This design comes from an exercise in tuning for small area and a short achievable clock period on the open sky130 flow, not from production work.
At most, simulation tests tie the RTL to the original design; equivalence was not proved.
Power is estimated from default activity; no workload was simulated.

run 1:
Design BuzzerSubsystem, start of the top module:
module BuzzerSubsystem (
    input  logic                        clk,
    input  logic                        RSTn,
    input  logic                        hostCyc,
    input  logic                        hostStb,
    input  logic                        hostWe,
    input  logic [10-1:0]  hostAdr,
    input  logic [32-1:0]      hostDatW,
    output logic [32-1:0]      hostDatR,
    output logic                        hostAck,
    output logic                        pwm
);
export LEC_CHECK = 0
export CAP_MARGIN = 20
export CORE_MARGIN = 2
export CORE_UTILIZATION = 60
export CTS_CLUSTER_DIAMETER = 90
export CTS_CLUSTER_SIZE = 24
export GPL_TIMING_DRIVEN = 1
export SLEW_MARGIN = 20
export SYNTH_MEMORY_MAX_BITS = 16384
create_clock -name core_clock -period 10.0 [get_ports {clk}]
standard.sh (not shown) runs the stock make flow with config.mk's settings and CLKGATE_MAP_FILE= SYNTH_SCRIPT=/design/flow/synth_recipe.tcl, a recipe that flattens the netlist after the stock synthesis.
==> flow/flow/run.sh <==
#!/bin/bash
set -uo pipefail
bash standard.sh synth > synth.log 2>&1 || { tail -20 synth.log; exit 1; }
bash standard.sh SETUP_SLACK_MARGIN=6.3 IO_CONSTRAINTS=$PWD/flow/io.tcl finish > layout.log 2>&1 || { tail -20 layout.log; exit 1; }
test -f out/final.def
==> flow/flow/io.tcl <==
# Keep the host read-data outputs (and the other host-side ports) together
# on one edge, so the output gates and the nets that feed all of them stay
# short.
set outs {hostAck pwm}
for {set i 0} {$i < 32} {incr i} { lappend outs "hostDatR\[$i\]" }
set_io_pin_constraint -pin_names $outs -region right:130-250
set ins {hostCyc hostStb hostWe}
for {set i 0} {$i < 10} {incr i} { lappend ins "hostAdr\[$i\]" }
set_io_pin_constraint -pin_names $ins -region right:*
Run 1 completed; timing, DRC and antenna clean
Changes in run 2 relative to run 1:
==> flow/flow/run.sh <==
#!/bin/bash
set -uo pipefail
bash standard.sh synth > synth.log 2>&1 || { tail -20 synth.log; exit 1; }
bash standard.sh SETUP_SLACK_MARGIN=6.45 finish > layout.log 2>&1 || { tail -20 layout.log; exit 1; }
test -f out/final.def
removed: flow/flow/io.tcl
Run 2 ended with every stage complete and zero timing, DRC or antenna violations.
Comparing run 1 with run 2, the total power of the final layout came out essentially unchanged.
In the metrics for run 1 and run 2, the one carrying the lower slack of the worst reg-to-reg path is run 1.
Re share of cell area taken by flip-flops and latches: run 1 and run 2 aren't equal, and the lower value belongs to run 2.
Routed wire length: run 2 vs run 1 up 0.83%
Of the two candidates, run 1 has the better count of vias placed by the detailed router and run 2 the worse one.
Higher logic gate share of total power among run 1 and run 2: run 2
[diff] total internal power, run 2 relative to run 1: regression
--- input diff run 2..run 3 ---
Settings: CORE_UTILIZATION now 65, was 60.
==> flow/flow/run.sh <==
#!/bin/bash
set -uo pipefail
bash standard.sh synth > synth.log 2>&1 || { tail -20 synth.log; exit 1; }
bash standard.sh SETUP_SLACK_MARGIN=6.3 finish > layout.log 2>&1 || { tail -20 layout.log; exit 1; }
test -f out/final.def
Number of antenna violations at the first check in global routing (higher): run 3. Run 2 → run 3: clock power barely changed, number of remaining DRC errors was more or less identical, complex-gate fraction of the synthesized area roughly the same.
diff inputs: run 3 => run 4
Settings: changing CORE_UTILIZATION from 65 to 60; changing CTS_CLUSTER_DIAMETER from 90 to 100; changing CTS_CLUSTER_SIZE from 24 to 30.
### Flow results
Run 4: flow completed, timing, DRC and antenna clean. Relative to run 3, the minimum clock period after layout of run 4 is higher by 0.032 ns. Run 3 -> run 4: met3 wire length decreased by a few percent. Layout overhead on the synthesized area | run 4 above run 3.

BuzzerSubsystem, a different RTL version from the one above (not shown whole).
Size in the first run: ~4400 cells after synthesis, ~2300 flip-flops, ~81 I/O pins, roughly 0.081 mm^2 of cells after synthesis.
Design BuzzerSubsystem, start of the top module:
module BuzzerSubsystem (
    input  logic                        clk,
    input  logic                        RSTn,
    input  logic                        hostCyc,
    input  logic                        hostStb,
    input  logic                        hostWe,
    input  logic [10-1:0]  hostAdr,
    input  logic [32-1:0]      hostDatW,
    output logic [32-1:0]      hostDatR,
    output logic                        hostAck,
    output logic                        pwm
);
Settings: LEC_CHECK=0, CAP_MARGIN=20, CORE_MARGIN=2, CORE_UTILIZATION=55, CTS_CLUSTER_DIAMETER=90, CTS_CLUSTER_SIZE=24, GPL_TIMING_DRIVEN=1, SLEW_MARGIN=20, SYNTH_MEMORY_MAX_BITS=16384; clock period 10.0 ns.
==> flow/flow/run.sh <==
#!/bin/bash
set -uo pipefail
bash standard.sh synth > synth.log 2>&1 || { tail -20 synth.log; exit 1; }
bash standard.sh SETUP_SLACK_MARGIN=6.4 finish > layout.log 2>&1 || { tail -20 layout.log; exit 1; }
test -f out/final.def
The first run finished with timing, DRC and antenna clean.
Change:
==> flow/flow/run.sh (replaced) <==
#!/bin/bash
set -uo pipefail
bash standard.sh synth > synth.log 2>&1 || { tail -20 synth.log; exit 1; }
bash standard.sh SETUP_SLACK_MARGIN=6.45 IO_CONSTRAINTS=$PWD/flow/io.tcl finish > layout.log 2>&1 || { tail -20 layout.log; exit 1; }
test -f out/final.def
==> flow/flow/io.tcl (new file) <==
# Keep the host read-data outputs (and the other host-side ports) together
# on one edge, so the output gates and the nets that feed all of them stay
# short.
set outs {hostAck pwm}
for {set i 0} {$i < 32} {incr i} { lappend outs "hostDatR\[$i\]" }
set_io_pin_constraint -pin_names $outs -region right:130-250
set ins {hostCyc hostStb hostWe}
for {set i 0} {$i < 10} {incr i} { lappend ins "hostAdr\[$i\]" }
set_io_pin_constraint -pin_names $ins -region right:*
Hold slack gains 0.040 ns.
Register-to-register slack stays flat.
Die area stays the same.
Synthesized cell count stays the same.
Function was not checked in any run of this note: the RTL went through the layout flow alone.

Another version of the RTL of BuzzerSubsystem (not shown whole).
For scale: ~2200 flip-flops, ~0.080 mm2 of cells after synthesis.
make LEC_CHECK=0 CAP_MARGIN=20 CORE_MARGIN=2 CORE_UTILIZATION=40 SLEW_MARGIN=20 SYNTH_MEMORY_MAX_BITS=16384 finish   # period 10.0 ns
run.sh (not shown) runs the stock make flow with config.mk's settings and CLKGATE_MAP_FILE= SYNTH_SCRIPT=/design/flow/synth_recipe.tcl, a recipe that flattens the netlist after the stock synthesis.
Stock flow here: none of the scripts above is used.
Change:
==> flow/flow/run.sh (new file) <==
#!/bin/bash
set -uo pipefail
bash standard.sh synth > synth.log 2>&1 || { tail -20 synth.log; exit 1; }
bash standard.sh SETUP_SLACK_MARGIN=6.8 finish > layout.log 2>&1 || { tail -20 layout.log; exit 1; }
test -f out/final.def
==> flow/standard.sh (new file) <==
#!/bin/bash
# synth_recipe.tcl (not shown) runs the flow's synth.tcl, then flattens the netlist and writes it again
# the make line also repeats each setting of config.mk as NAME=value (left out here)
make -C /OpenROAD-flow-scripts/flow DESIGN_CONFIG=/design/flow/config.mk WORK_HOME=/design/flow/orfs CLKGATE_MAP_FILE= SYNTH_SCRIPT=/design/flow/synth_recipe.tcl "${@:-finish}"
- CORE_UTILIZATION: 40 -> 65
- CTS_BUF_LIST: not set -> sky130_fd_sc_hd__clkbuf_4 sky130_fd_sc_hd__clkbuf_8
- GPL_TIMING_DRIVEN: not set -> 1
removed: flow/run.sh
With this change the flow failed in 5_1_grt.
Area after synthesis stays the same.
Synthesized cell count does not change.
Change:
==> flow/run.sh (new file) <==
#!/bin/bash
# synth_recipe.tcl (not shown) runs the flow's synth.tcl, then flattens the netlist and writes it again
# the make line also repeats each setting of config.mk as NAME=value (left out here)
make -C /OpenROAD-flow-scripts/flow DESIGN_CONFIG=/design/flow/config.mk WORK_HOME=/design/flow/orfs CLKGATE_MAP_FILE= SYNTH_SCRIPT=/design/flow/synth_recipe.tcl finish
- ABC_CLOCK_PERIOD_IN_PS: not set -> 3000
- CORE_UTILIZATION: 65 -> 60
- CTS_BUF_LIST: sky130_fd_sc_hd__clkbuf_4 sky130_fd_sc_hd__clkbuf_8 -> not set
- SETUP_SLACK_MARGIN: not set -> 5
removed: flow/flow/run.sh
removed: flow/standard.sh
Effect:
- The new run passed the timing, DRC and antenna checks
- area after synthesis does not change
- synthesized cell count stays the same

indigo:
Another version of the RTL of BuzzerSubsystem (not shown whole).
For scale: about 4500 cells after synthesis, about 81 I/O pins.
export LEC_CHECK = 0
export CAP_MARGIN = 20
export CORE_MARGIN = 2
export CORE_UTILIZATION = 55
export CTS_CLUSTER_DIAMETER = 100
export CTS_CLUSTER_SIZE = 30
export GPL_TIMING_DRIVEN = 1
export SLEW_MARGIN = 20
export SYNTH_MEMORY_MAX_BITS = 16384
create_clock -name core_clock -period 10.0 [get_ports {clk}]
standard.sh (not shown) runs the stock make flow with config.mk's settings and CLKGATE_MAP_FILE= SYNTH_SCRIPT=/design/flow/synth_recipe.tcl, a recipe that flattens the netlist after the stock synthesis.
==> flow/flow/run.sh <==
#!/bin/bash
set -uo pipefail
bash standard.sh synth > synth.log 2>&1 || { tail -20 synth.log; exit 1; }
bash standard.sh SETUP_SLACK_MARGIN=6.0 finish > layout.log 2>&1 || { tail -20 layout.log; exit 1; }
test -f out/final.def
#### Input delta (garnet over indigo)
Settings: CORE_UTILIZATION now 60, was 55; CTS_CLUSTER_SIZE now 24, was 30; CTS_CLUSTER_DIAMETER now 90, was 100; SLEW_MARGIN now 10, was 20; CAP_MARGIN now 10, was 20.
==> flow/flow/run.sh <==
#!/bin/bash
set -uo pipefail
bash standard.sh synth > synth.log 2>&1 || { tail -20 synth.log; exit 1; }
bash standard.sh SETUP_SLACK_MARGIN=6.4 finish > layout.log 2>&1 || { tail -20 layout.log; exit 1; }
test -f out/final.def
### Flow results
Compared with indigo, in garnet aggregate routed wire length now larger; data arrival time of the critical path now smaller.
Setup slack on the worst flop-to-flop path in garnet vs indigo: up 390 ps
Worst-case hold slack delta for garnet relative to indigo: 11 ps lower
Setup changes, garnet to nickel
Settings: CTS_CLUSTER_DIAMETER changed from 90 to 100; CTS_CLUSTER_SIZE changed from 24 to 30; SLEW_MARGIN changed from 10 to 20; CAP_MARGIN changed from 10 to 20; CORE_UTILIZATION changed from 60 to 55.
==> notes.md <==
- Taking garnet as the reference, in nickel die extent in y saw an increase; utilization saw a decrease.
- Between garnet and nickel, final setup slack of the worst path is lower for garnet, nickel comes in above that.
- In the flow results for garnet and nickel, the clock period minus final worst setup slack is larger on garnet.
- Against garnet, total power in nickel came out better.
- Cell depth of the worst setup path was lower in nickel than in garnet.
- Wire length of the first global-routing pass on nickel is up relative to garnet.
Changes in harbor relative to nickel:
Settings: a change of CORE_UTILIZATION from 55 to 60; a change of CTS_CLUSTER_SIZE from 30 to 24; a change of CTS_CLUSTER_DIAMETER from 100 to 90.
==> flow/flow/run.sh <==
#!/bin/bash
set -uo pipefail
bash standard.sh synth > synth.log 2>&1 || { tail -20 synth.log; exit 1; }
bash standard.sh SETUP_SLACK_MARGIN=6.2 finish > layout.log 2>&1 || { tail -20 layout.log; exit 1; }
test -f out/final.def
--- outcome ---
- Overall die height came out lower on harbor than on nickel.
- Re number of sequential storage elements: no difference whatsoever between harbor and nickel.
- Taking nickel as the reference point, the static leakage of harbor falls by 0.00099 uW.
- From nickel to harbor the numbers moved as follows: maximum frequency dropped 4.6%; post-route worst setup slack -190 ps.

## JK
Another version of the RTL of BuzzerSubsystem (not shown whole).
Size in the first run: ~4,600 cells after synthesis, about 82,000 µm² of cells after synthesis.
==> flow/config.mk <==
export PLATFORM = sky130hd
export DESIGN_NAME = BuzzerSubsystem
export DESIGN_NICKNAME = BuzzerSubsystem
export VERILOG_FILES = /design/flow/design.v
export SDC_FILE = /design/flow/constraint.sdc
export NUM_CORES = 4
export LEC_CHECK = 0
export CAP_MARGIN = 20
export CORE_MARGIN = 2
export CORE_UTILIZATION = 55
export GPL_TIMING_DRIVEN = 1
export SLEW_MARGIN = 20
export SYNTH_MEMORY_MAX_BITS = 16384
==> flow/constraint.sdc <==
create_clock -name core_clock -period 10.0 [get_ports {clk}]
set_input_delay 2.0000 -clock core_clock [delete_from_list [all_inputs] [get_ports {clk}]]
set_output_delay 2.0000 -clock core_clock [all_outputs]
set_load 0.01 [all_outputs]
==> flow/flow/run.sh <==
#!/bin/bash
set -uo pipefail
bash standard.sh synth > synth.log 2>&1 || { tail -20 synth.log; exit 1; }
bash standard.sh SETUP_SLACK_MARGIN=6.0 finish > layout.log 2>&1 || { tail -20 layout.log; exit 1; }
test -f out/final.def
--- input diff JK..MS ---
==> flow/flow/run.sh <==
#!/bin/bash
set -uo pipefail
bash standard.sh synth > synth.log 2>&1 || { tail -20 synth.log; exit 1; }
bash standard.sh SETUP_SLACK_MARGIN=6.6 finish > layout.log 2>&1 || { tail -20 layout.log; exit 1; }
test -f out/final.def
Results
MS completed every stage of the flow, and the final layout passed the timing, DRC and antenna checks. Setup slack: MS higher than JK. Total area of multi-input combinational cells: MS > JK. MS ended up with a lower final cycle utilization of the critical path than JK did. Relative to JK, the global-route wire length before repair of MS is higher by about 10%. Re total setup violations reported at the end of the flow: no difference whatsoever between MS and JK. Changes observed in MS relative to JK: final cell count has increased; number of nets at the end of the flow has increased.
No functional check of the RTL was part of any run of this note.

afterwards: timing with drivers on the ports:
The flow's constraints put no driver on any port. The routed layouts listed below were extracted and timed again, unchanged, in two steps.
Step 1 sets driving cells, clkbuf_16 on the clock port and buf_2 on the other inputs (assumed; they add their load-dependent delay and slew).
Step 2 times the ports against the registers' clock, not the clock port: input delays grow and output delays shrink by t, the midpoint of the rising clock arrivals with the driver on.
Slacks: ideal / step 1 / step 2; pairs: ideal / step 1.
run | t, ns | slack for setup (ns) | clock arrival spread, ns | cell pins on the clock port's net
run 1 | 0.854 | 6.257 / 6.164 / 5.402 | 0.044 / 0.044 | 1
run 2 | 0.859 | 6.258 / 6.165 / 5.517 | 0.033 / 0.033 | 1
run 3 | 0.843 | 6.257 / 6.181 / 5.402 | 0.029 / 0.029 | 1
run 4 | 0.822 | 6.225 / 6.177 / 5.420 | 0.032 / 0.032 | 1
the first run of note 2 | 0.845 | 6.126 / 6.042 / 5.419 | 0.040 / 0.039 | 1
the second run of note 2 | 0.843 | 6.133 / 6.043 / 5.385 | 0.044 / 0.044 | 1
the first run of note 3 | 0.953 | 3.470 / 3.527 / 2.574 | 0.072 / 0.072 | 1
the third run of note 3 | 0.924 | 4.796 / 4.835 / 3.911 | 0.051 / 0.050 | 1
indigo | 0.832 | 5.950 / 5.900 / 5.184 | 0.030 / 0.030 | 1
garnet | 0.851 | 6.056 / 5.967 / 5.503 | 0.035 / 0.035 | 1
nickel | 0.829 | 6.096 / 6.006 / 5.541 | 0.035 / 0.035 | 1
harbor | 0.845 | 5.907 / 5.970 / 5.124 | 0.033 / 0.033 | 1
JK | 0.909 | 5.899 / 5.952 / 5.043 | 0.034 / 0.034 | 1
MS | 0.911 | 6.027 / 6.036 / 5.125 | 0.039 / 0.039 | 1
After both steps every run listed still meets setup and hold. For MS, which loses most, drivers alone change the setup slack by +0.009 ns; drivers and shift together by -0.902 ns.
